Source: an optimization exercise on an open RTL-to-GDS flow (aim: small area and a short achievable clock period). Production flows keep margins and buffers that such runs may drop. RTL that was checked went through simulation tests only; none was proved equivalent to the original.

## main
Design scope_top, start of the top module:
module scope_top (
  input  logic       clk_AD,
  input  logic       reset,
  input  logic [7:0] data_in,
  input  logic       trigger,
  input  logic       wb_cyc,
  input  logic       wb_stb,
  input  logic [9:0] wb_adr,
  output logic       wb_ack,
  output logic [7:0] wb_dat,
  output logic       capturing,
  output logic [3:0] vopp_hundreds,
  output logic [3:0] vopp_tens,
  output logic [3:0] vopp_units
);
clock: 5.8 ns
lec_check: 0
cap_margin: 20
core_margin: 2
core_utilization: 50
setup_slack_margin: 0.3
slew_margin: 20
synth_memory_max_bits: 8192
run.sh (not shown) runs the stock make flow with config.mk's settings and CLKGATE_MAP_FILE= SYNTH_SCRIPT=/design/flow/synth_recipe.tcl, a recipe that flattens the netlist after the stock synthesis.
The log for main ends in 5_1_grt with error GRT-0116, so the run never completed.
--- input diff main..the feature branch ---
--- a/flow/design.v
+++ b/flow/design.v
@@ -80,37 +80,50 @@
   logic       ins_en;
   logic [8:0] ins_bank;
   logic [7:0] ins_dat;
   assign ins_en   = pend_v || (capturing && now_ok);
   assign ins_bank = pend_v ? pend_adr[9:1] : wr_adr[9:1];
   assign ins_dat  = pend_v ? pend_dat : data_in;
-  logic [NB-1:0]     ins_sel;
-  logic [NB-1:0]     rd_sel;
-  logic [7:0]        rd_or;
-  logic              rd_pos;
-  assign rd_pos = wb_adr[0] ^ ph;   
-  logic [8*NB-1:0] q0_all;
-  logic [8*NB-1:0] q1_all;
+  logic [NB-1:0] ins_sel;
+  logic [7:0] words [2*NB];
   for (genvar b = 0; b < NB; b++) begin : g_bank
     logic [7:0] q0;
     logic [7:0] q1;
     assign ins_sel[b] = ins_en && (ins_bank == 9'(b));
-    assign rd_sel[b]  = (wb_adr[9:1] == 9'(b));
     always_ff @(posedge clk_AD) begin
       q1 <= q0;
       q0 <= ins_sel[b] ? ins_dat : q1;
     end
-    assign q0_all[8*b +: 8] = q0;
-    assign q1_all[8*b +: 8] = q1;
+    assign words[2*b]   = q0;
+    assign words[2*b+1] = q1;
   end
+  logic [9:0] rd_place;   
+  assign rd_place = {wb_adr[9:1], wb_adr[0] ^ ph};
+  logic [7:0] lv0 [1024];
+  logic [7:0] lv1 [512];
+  logic [7:0] lv2 [256];
+  logic [7:0] lv3 [128];
+  logic [7:0] lv4 [64];
+  logic [7:0] lv5 [32];
+  logic [7:0] lv6 [16];
+  logic [7:0] lv7 [8];
+  logic [7:0] lv8 [4];
+  logic [7:0] lv9 [2];
+  logic [7:0] rd_word;
   always_comb begin
-    rd_or = '0;
-    for (int b = 0; b < NB; b++) begin
-      rd_or = rd_or | ({8{rd_sel[b] && !rd_pos}} & q0_all[8*b +: 8])
-                    | ({8{rd_sel[b] &&  rd_pos}} & q1_all[8*b +: 8]);
-    end
+    for (int i = 0; i < 1024; i++) lv0[i] = (i < 2 * NB) ? words[i] : '0;
+    for (int i = 0; i < 512; i++) lv1[i] = rd_place[0] ? lv0[2*i+1] : lv0[2*i];
+    for (int i = 0; i < 256; i++) lv2[i] = rd_place[1] ? lv1[2*i+1] : lv1[2*i];
+    for (int i = 0; i < 128; i++) lv3[i] = rd_place[2] ? lv2[2*i+1] : lv2[2*i];
+    for (int i = 0; i < 64; i++)  lv4[i] = rd_place[3] ? lv3[2*i+1] : lv3[2*i];
+    for (int i = 0; i < 32; i++)  lv5[i] = rd_place[4] ? lv4[2*i+1] : lv4[2*i];
+    for (int i = 0; i < 16; i++)  lv6[i] = rd_place[5] ? lv5[2*i+1] : lv5[2*i];
+    for (int i = 0; i < 8; i++)   lv7[i] = rd_place[6] ? lv6[2*i+1] : lv6[2*i];
+    for (int i = 0; i < 4; i++)   lv8[i] = rd_place[7] ? lv7[2*i+1] : lv7[2*i];
+    for (int i = 0; i < 2; i++)   lv9[i] = rd_place[8] ? lv8[2*i+1] : lv8[2*i];
+    rd_word = rd_place[9] ? lv9[1] : lv9[0];
   end
   logic rd_req;
   logic rd_hit;
   assign rd_req = wb_cyc && wb_stb && !wb_ack;
   assign rd_hit = pend_v && (pend_adr == wb_adr);
   always_ff @(posedge clk_AD) begin
@@ -118,13 +131,13 @@
       wb_ack <= 1'b0;
     end else begin
       wb_ack <= rd_req;
     end
   end
   always_ff @(posedge clk_AD) begin
-    wb_dat <= rd_hit ? pend_dat : rd_or;
+    wb_dat <= rd_hit ? pend_dat : rd_word;
   end
   logic [7:0] max_reg;
   logic [7:0] min_reg;
   logic [7:0] max_nxt;
   logic [7:0] min_nxt;
   logic [7:0] vopp;
The feature branch ran to completion and came out clean on the timing, design-rule and antenna checks.
Sort the feature branch and main by post-synthesis share of cell area spent on and, or, nand and nor gates, descending, and main comes first.
The feature branch — post-placement cell area about 4% lower, main as reference
Taking the feature branch over main, the number of unique standard cell types used by synthesis ratio works out to 0.894.
The synthesized area reported for the feature branch is greater than that of main by about 3.7%.
Summary of the feature branch over main: synthesized net count up 0.36%; placed wire-length estimate down 72%; width of the die up 1.8%.
Relative to main, the compound-cell area share of the yosys netlist of the feature branch is lower by 7.6 points.
Diff the feature branch..main | share of flip-flops with an asynchronous set or reset after synthesis | unchanged
From main to the feature branch the numbers moved as follows: global placement routability congestion decreased 54%, number of buffers inserted during clock tree synthesis increased about 0.57%.
The RTL of main was laid out without a check of its function.

[separate check: timing with driven ports]
The results above use ideal ports. As a check the final layout listed here was re-extracted and re-timed, cells and wires unchanged.
Step 1 (the two cells are an assumption about what drives the block):
set clk [get_ports {clk_AD}]
set_driving_cell -lib_cell sky130_fd_sc_hd__clkbuf_16 $clk
set_driving_cell -lib_cell sky130_fd_sc_hd__buf_2 [delete_from_list [all_inputs] $clk]
Step 2, shift: input delay + t, output delay - t, t = (earliest + latest rising clock arrival at the registers) / 2. This alone moves slack from input paths to output paths.
a / b / c = ideal ports / drivers / drivers and shift; a / b = the first two.
run: the feature branch
t, ns: 1.140
slack for setup (ns): 0.495 / 0.573 / -0.567
worst setup path at the end: input to register
latest minus earliest clock arrival (ns): 0.041 / 0.042
With both steps, setup timing fails in the feature branch, where it was met with ideal ports. For the feature branch, drivers alone change the setup slack by +0.078 ns; drivers and shift together by -1.062 ns.
